Background: an optimization exercise with open tools, aiming at a short achievable clock period and few clock cycles per item. Do not read the settings as production practice. The RTL was checked by simulation tests, not by an equivalence proof against the original design. No activity file was given, so power comes from the tool's default toggle rates.

// hand_landmark_gesture_tracker_unit
module hand_landmark_gesture_tracker_unit
#(
  parameter int COORD_BITS = COORD_BITS_DEF
) (
  input  logic                          clk_i,
  input  logic                          rst_ni,
  input  logic                          cfg_we_i,
  input  logic [CFG_IDX_W-1:0]          cfg_index_i,
  input  logic [CFG_DATA_W-1:0]         cfg_data_i,
  input  logic                          in_valid_i,
  output logic                          in_stall_o,
  input  logic [1:0]                    func_i,
  input  logic [POINT_IDX_W-1:0]        point_index_i,
  input  logic signed [COORD_BITS-1:0]  point_x_i,
  input  logic signed [COORD_BITS-1:0]  point_y_i,
  input  logic                          last_i,
  output logic                          out_valid_o,
  input  logic                          out_stall_i,
  output logic                          hand_detected_o,
  output logic                          painting_o,
  output logic                          erasing_o,
  output logic [FINGER_W-1:0]           finger_count_o,
  output logic signed [COORD_BITS-1:0]  eraser_x_o,
  output logic signed [COORD_BITS-1:0]  eraser_y_o,
  output logic [RADIUS_W-1:0]           eraser_radius_o,
  output logic                          track_valid_o,
  output logic [DIM_W-1:0]              search_x_o,
  output logic [DIM_W-1:0]              search_y_o,
  output logic [DIM_W-1:0]              search_w_o,
  output logic [DIM_W-1:0]              search_h_o
);
For scale: ~4600 flip-flops, about 160 I/O pins, ~0.24 sq mm of cells after synthesis.
==> flow/config.mk <==
export PLATFORM = sky130hd
export DESIGN_NAME = hand_landmark_gesture_tracker_unit
export DESIGN_NICKNAME = hand_landmark_gesture_tracker_unit
export VERILOG_FILES = /design/flow/design.v
export SDC_FILE = /design/flow/constraint.sdc
export NUM_CORES = 4
export LEC_CHECK = 0
export ABC_CLOCK_PERIOD_IN_PS = 3000
export CAP_MARGIN = 20
export CORE_MARGIN = 2
export CORE_UTILIZATION = 65
export PLACE_DENSITY = 0.75
export SLEW_MARGIN = 20
==> flow/constraint.sdc <==
create_clock -name core_clock -period 13.0 [get_ports {clk_i}]
set_input_delay 2.6000 -clock core_clock [delete_from_list [all_inputs] [get_ports {clk_i}]]
set_output_delay 2.6000 -clock core_clock [all_outputs]
set_load 0.01 [all_outputs]
standard.sh (not shown) runs the stock make flow with config.mk's settings and CLKGATE_MAP_FILE= SYNTH_SCRIPT=/design/flow/synth_recipe.tcl, a recipe that flattens the netlist after the stock synthesis.
==> flow/flow/run.sh <==
#!/bin/bash
set -uo pipefail
bash standard.sh MATCH_CELL_FOOTPRINT=0 SETUP_SLACK_MARGIN=9 finish > flow_standard.log 2>&1
Testbench counts at the start, summed over its fixed seeds: cycles 15,152, items 15,000.
Edit:
CORE_UTILIZATION = 50   (was 65)
PLACE_DENSITY = not set   (was 0.75)
Result:
- utilization decreases by 16 points
- sequential power is about the same
- routed wire length climbs by a few percent
- register-to-register slack is better by 0.19 ns
- power rises slightly
- flip-flop and latch count stays the same
- non-clock buffer count grows by 97
- hold slack gets worse by 0.011 ns
- final area went up slightly

========
## v25
Another version of the RTL of hand_landmark_gesture_tracker_unit (not shown whole).
Size in the first run: about 22,000 cells after synthesis, ~4,400 flip-flops, ~160 I/O pins.
clock: 13.0 ns
lec_check: 0
abc_clock_period_in_ps: 3000
cap_margin: 20
core_margin: 2
core_utilization: 60
place_density: 0.7
slew_margin: 20
==> flow/flow/run.sh <==
#!/bin/bash
set -uo pipefail
bash standard.sh MATCH_CELL_FOOTPRINT=0 SETUP_SLACK_MARGIN=9.5 finish > flow_standard.log 2>&1
v25 has completed all stages; timing, DRC and antenna checks passed.
Testbench counts of v25, summed over its fixed seeds: cycles 15,144, items 15,000.
Relative to v25, the following input files were edited for v59:
# v25
export LEC_CHECK = 0
export ABC_CLOCK_PERIOD_IN_PS = 3000
export CAP_MARGIN = 20
export CORE_MARGIN = 2
export CORE_UTILIZATION = 60
export PLACE_DENSITY = 0.7
export SLEW_MARGIN = 20
create_clock -name core_clock -period 13.0 [get_ports {clk_i}]
# v59
export LEC_CHECK = 0
export ABC_CLOCK_PERIOD_IN_PS = 3000
export CAP_MARGIN = 20
export CORE_MARGIN = 2
export CORE_UTILIZATION = 65
export PLACE_DENSITY = 0.75
export SLEW_MARGIN = 20
create_clock -name core_clock -period 13.0 [get_ports {clk_i}]
--- outcome ---
Die size: v59 is under v25
Global-route usage: v59 vs v25 up 2.7 points
Delay contributed by the slowest stage of the critical path: v59 and v25 compared, higher one is v25
Summary — minimum clock period, v59 relative to v25: higher, by 58 ps.
First-iteration DRC count ended up 1,847 higher on v59 than on v25.
Compared with v25, v59 instantiates a smaller number of cells.
Looking only at worst slew margin relative to its limit, and setting everything else aside, the lower value of v59 and v25 goes to v25.
The reported combinational group power in v59 sits about 3% above the value recorded for v25.
In the tables for v59 and v25, proportion of power drawn by combinational gates reads higher with v59.
[inputs] v8 vs v59
# v59
export LEC_CHECK = 0
export ABC_CLOCK_PERIOD_IN_PS = 3000
export CAP_MARGIN = 20
export CORE_MARGIN = 2
export CORE_UTILIZATION = 65
export PLACE_DENSITY = 0.75
export SLEW_MARGIN = 20
create_clock -name core_clock -period 13.0 [get_ports {clk_i}]
# v8
export LEC_CHECK = 0
export ABC_CLOCK_PERIOD_IN_PS = 3000
export CAP_MARGIN = 20
export CORE_MARGIN = 2
export CORE_UTILIZATION = 70
export PLACE_DENSITY = 0.8
export SLEW_MARGIN = 20
create_clock -name core_clock -period 13.0 [get_ports {clk_i}]
--- outcome ---
- Looking at the reports, v8 completed the entire flow and the layout it produced met the timing, design-rule and antenna checks.
- v59 ended up with reg2out as its classification of the worst setup path; v8 ended up with reg2reg.
- Against v59, time the worst path needs with I/O delays and setup in v8 came out worse.
- For summed area of non-filler cells in the final layout, v8 and v59 come out practically identical.
- Total power came out higher on v8 than on v59.
- The worst setup path endpoint comes out in_stall_o in one run and sqrem_13[11] in the other, namely in v59 and v8 respectively.
- Run comparison: v8 slowest cell on the critical path sky130_fd_sc_hd__a21oi_2; v59 slowest cell on the critical path sky130_fd_sc_hd__dfrtp_1
For v50, these inputs were changed with respect to v8:
# v8
export LEC_CHECK = 0
export ABC_CLOCK_PERIOD_IN_PS = 3000
export CAP_MARGIN = 20
export CORE_MARGIN = 2
export CORE_UTILIZATION = 70
export PLACE_DENSITY = 0.8
export SLEW_MARGIN = 20
create_clock -name core_clock -period 13.0 [get_ports {clk_i}]
# v50
export LEC_CHECK = 0
export ABC_CLOCK_PERIOD_IN_PS = 3000
export CAP_MARGIN = 20
export CORE_MARGIN = 2
export CORE_UTILIZATION = 50
export SLEW_MARGIN = 20
create_clock -name core_clock -period 13.0 [get_ports {clk_i}]
Findings:
- | cell area | v50 vs v8 | worse |
- The critical setup path kind comes out reg2out in one run and reg2reg in the other, namely in v50 and v8 respectively.
- According to the power report, total power for v50 is lower than for v8.
- Compare v8 and v50 | part of the power in combinational logic lower: v50
- Compared v50 vs v8, and total detailed-routing wirelength is down in v50.
- Run comparison: v50 termination of the worst setup path in_stall_o; v8 termination of the worst setup path sqrem_13[11]
- When the final numbers for v8 and v50 were put side by side, the cell depth of the worst setup path turned out to be smaller in v50.
- Lower layout overhead on the synthesized area among v8 and v50: v8

==> what the ideal ports hide <==
In the flow no input, the clock included, has a driving cell. The finished layouts below were timed again as built, in two steps.
Step 1 sets driving cells, clkbuf_16 on the clock port and buf_2 on the other inputs (assumed; they add their load-dependent delay and slew).
Step 2 moves the port delays by t, midway between the first and last clock arrival at a register: inputs arrive t later, outputs are due t later. That takes back most of the time a late clock gives input paths.
Three values: ideal ports, drivers, drivers and shift; two values: the first two.
| run | t (ns) | setup slack, ns | hold slack, ns | latest minus earliest clock arrival (ns) | cell pins on the clock port's net |
|---|---|---|---|---|---|
| the first run of note 1 | 1.096 | 8.448 / 8.448 / 7.898 | 0.291 / 0.291 / 0.291 | 0.075 / 0.074 | 1 |
| the second run of note 1 | 1.139 | 8.634 / 8.578 / 7.952 | 0.280 / 0.280 / 0.280 | 0.105 / 0.105 | 1 |
| v25 | 1.125 | 8.881 / 8.750 / 8.278 | 0.307 / 0.307 / 0.307 | 0.080 / 0.080 | 1 |
| v59 | 1.091 | 8.823 / 8.708 / 8.195 | 0.273 / 0.273 / 0.273 | 0.105 / 0.105 | 1 |
| v8 | 1.121 | 8.167 / 8.167 / 7.889 | 0.281 / 0.281 / 0.281 | 0.118 / 0.118 | 1 |
| v50 | 1.165 | 8.794 / 8.654 / 8.289 | 0.287 / 0.287 / 0.287 | 0.090 / 0.089 | 1 |
After both steps setup and hold are still met in every run listed. For the second run of note 1, which loses most, drivers alone change the setup slack by -0.056 ns; drivers and shift together by -0.682 ns.
